Context: an optimization exercise on an open-source flow, tuned for small area, a short achievable clock period and few clock cycles. The choices shown serve that exercise and are no tape-out recipe. Function was checked by simulation only, so behaviour that the tests miss may differ from the original.

Setup of job 7552:
## snn_conv_quant
module snn_conv_quant (
    input  logic       clk,
    input  logic       rst_n,
    input  logic       in_valid,
    input  logic [7:0] img,
    input  logic [7:0] ker,
    input  logic       mode,
    output logic       out_valid,
    output logic [7:0] out_data
);
    localparam int L = 2;           
    localparam int C = 35 - L;      
    logic [5:0] r_cnt;      
    logic       r_busy;     
    logic       r_mode;
    logic       w_done;     
    assign w_done = in_valid && !r_busy && (r_cnt == 6'd35);
    always_ff @(posedge clk or negedge rst_n) begin
        if (!rst_n)
            r_cnt <= '0;
        else if (in_valid && !r_busy && r_cnt != 6'd35)
            r_cnt <= r_cnt + 1'b1;
        else
            r_cnt <= '0;
    end
    always_ff @(posedge clk) begin
        if (!r_busy && r_cnt == 6'd0)
            r_mode <= mode;
    end
    logic [35:0][7:0] r_img;    
    logic [8:0][7:0]  r_ker;
    logic             w_kload, w_kshift;
    assign w_kload  = (r_cnt < 6'd9);
    assign w_kshift = !r_busy && (w_kload || (!r_mode && r_cnt < 6'd15));
    always_ff @(posedge clk) begin
        r_img[0] <= r_busy ? r_img[35] : img;
        for (int i = 1; i < 36; i++)
  ...
Size: ~2200 cells after synthesis, about 430 flip-flops, about 28000 um2 of cells after synthesis.
==> flow/config.mk <==
export PLATFORM = sky130hd
export DESIGN_NAME = snn_conv_quant
export DESIGN_NICKNAME = snn_conv_quant
export VERILOG_FILES = /design/flow/design.v
export SDC_FILE = /design/flow/constraint.sdc
export NUM_CORES = 4
export LEC_CHECK = 0
export ABC_CLOCK_PERIOD_IN_PS = 5000
export CAP_MARGIN = 20
export CORE_MARGIN = 2
export CORE_UTILIZATION = 60
export CTS_CLUSTER_DIAMETER = 100
export CTS_CLUSTER_SIZE = 32
export SLEW_MARGIN = 20
export SYNTH_HIERARCHICAL = 1
==> flow/constraint.sdc <==
create_clock -name core_clock -period 25.0 [get_ports {clk}]
set_input_delay 5.0000 -clock core_clock [delete_from_list [all_inputs] [get_ports {clk}]]
set_output_delay 5.0000 -clock core_clock [all_outputs]
set_load 0.01 [all_outputs]
standard.sh (not shown) runs the stock make flow with config.mk's settings and CLKGATE_MAP_FILE= SYNTH_SCRIPT=/design/flow/synth_recipe.tcl, a recipe that flattens the netlist after the stock synthesis.
==> flow/flow/run.sh <==
#!/bin/bash
set -euo pipefail
export BUFFER_PORTS_ARGS="-buffer_cell sky130_fd_sc_hd__buf_4"
export SETUP_SLACK_MARGIN=18.8
export SKIP_GATE_CLONING=1
bash standard.sh > standard.log 2>&1
Testbench counts of job 7552, summed over its fixed seeds: cycles 13,044.
Inputs modified between job 7552 and job 8176:
Settings: a change of CORE_UTILIZATION from 60 to 70.
## What came out
- Job 8176: no failed stages, no open violations at the end
- Comparing job 8176 and job 7552, the lower routing usage on met1 was measured on job 7552.
- Summary of job 8176 over job 7552: area of the die shows a reduction of about 14%; total detailed-routing wirelength shows an increase of 7.1%; post-route cell area shows a reduction of about 0.6%; tap cell instance count shows a reduction of 14%.
- Count of clock-net buffers in the final layout (job 8176 over job 7552): decrease, 3.7%
- Register-to-register slack: job 7552 vs job 8176, no meaningful difference
- Of job 8176 and job 7552, the lower area added between synthesis and finish belongs to job 8176.
Setup changes, job 8176 to job 3740
Settings: CORE_UTILIZATION: 70 -> 50.
Results
Looking at topmost layer with routed signal wires, the met4 result is from job 3740; the met5 one comes from job 8176.
Between job 8176 and job 3740, full die area is lower for job 8176, job 3740 comes in above that.
Between job 8176 and job 3740, routed wire length is lower for job 3740, job 8176 comes in above that.
Input-level comparison between job 8604 and job 3740:
Settings: CORE_UTILIZATION: 50 -> 60.
==> flow/flow/run.sh <==
#!/bin/bash
set -euo pipefail
export BUFFER_PORTS_ARGS="-buffer_cell sky130_fd_sc_hd__buf_4"
export SETUP_SLACK_MARGIN=19.1
export SKIP_GATE_CLONING=1
bash standard.sh > standard.log 2>&1
Notes after the runs:
When job 8604 is set beside job 3740, its total placed cells including tap cells turns out to be 5.4% smaller. Looking at routed wire length, job 8604 sits about 0.7% lower than job 3740 does. Against job 3740, job 8604 comes in 0.0094 ns lower on minimum period implied by the final worst setup slack. The higher first-pass GRT wire length of job 3740 and job 8604 is in job 3740. In job 8604 the post-CTS setup buffer count turned out 8 higher than in job 3740. The post-route fraction of the period consumed by the critical path was comparable across job 3740 and job 8604. Delta(total via count after detailed routing, job 8604 - job 3740) > 0.
> inputs changed (job 8604 -> job 2029)
Settings: swapping 60 for 45 in CORE_UTILIZATION.
==> flow/flow/run.sh <==
#!/bin/bash
set -euo pipefail
export BUFFER_PORTS_ARGS="-buffer_cell sky130_fd_sc_hd__buf_4"
export SETUP_SLACK_MARGIN=18.8
export SKIP_GATE_CLONING=1
bash standard.sh > standard.log 2>&1
Notes after the runs:
On share of cell area taken by multi-input logic gates: between job 2029 and job 8604, it ends up higher for job 8604. Re highest cell delay on the worst timing path: job 2029 is 0.24 ns up on job 8604. Of the two values seen for path type of the worst setup path, flip-flop to output pin was produced by job 8604 and flip-flop to flip-flop by job 2029. Looking at final design instance area without fill across job 2029 and job 8604, the one that comes out lower is job 2029. Looking at launching element of the worst setup path, the out_valid result is from job 8604; the r_nc0 one comes from job 2029. Comparing buffers inserted during post-CTS setup optimization for job 2029 and job 8604, the smaller number came from job 2029.

## afterwards: timing with drivers on the ports
No port has a modelled driver above. Below, the same layouts with a new extraction and two added sets of constraints. Step 1 (the two cells are an assumption about what drives the block):
set clk [get_ports {clk}]
set_driving_cell -lib_cell sky130_fd_sc_hd__clkbuf_16 $clk
set_driving_cell -lib_cell sky130_fd_sc_hd__buf_2 [delete_from_list [all_inputs] $clk]
Step 2, shift: input delay + t, output delay - t, t = (earliest + latest rising clock arrival at the registers) / 2. This alone moves slack from input paths to output paths. Slacks: ideal / step 1 / step 2; pairs: ideal / step 1.
| run | t, ns | setup slack, ns | hold slack, ns | worst setup path at the end | clock arrival spread, ns |
|---|---|---|---|---|---|
| job 7552 | 0.638 | 18.859 / 18.822 / 18.859 | 0.312 / 0.312 / 0.312 | register to register | 0.063 / 0.064 |
| job 8176 | 0.631 | 18.864 / 18.839 / 18.864 | 0.333 / 0.333 / 0.333 | register to register | 0.025 / 0.026 |
| job 3740 | 0.647 | 18.882 / 18.820 / 18.895 | 0.309 / 0.309 / 0.309 | register to register | 0.043 / 0.043 |
| job 8604 | 0.636 | 18.892 / 18.834 / 19.082 | 0.317 / 0.317 / 0.317 | register to register | 0.063 / 0.062 |
| job 2029 | 0.655 | 18.843 / 18.788 / 18.843 | 0.322 / 0.322 / 0.322 | register to register | 0.057 / 0.057 |
After both steps every run listed still meets setup and hold.
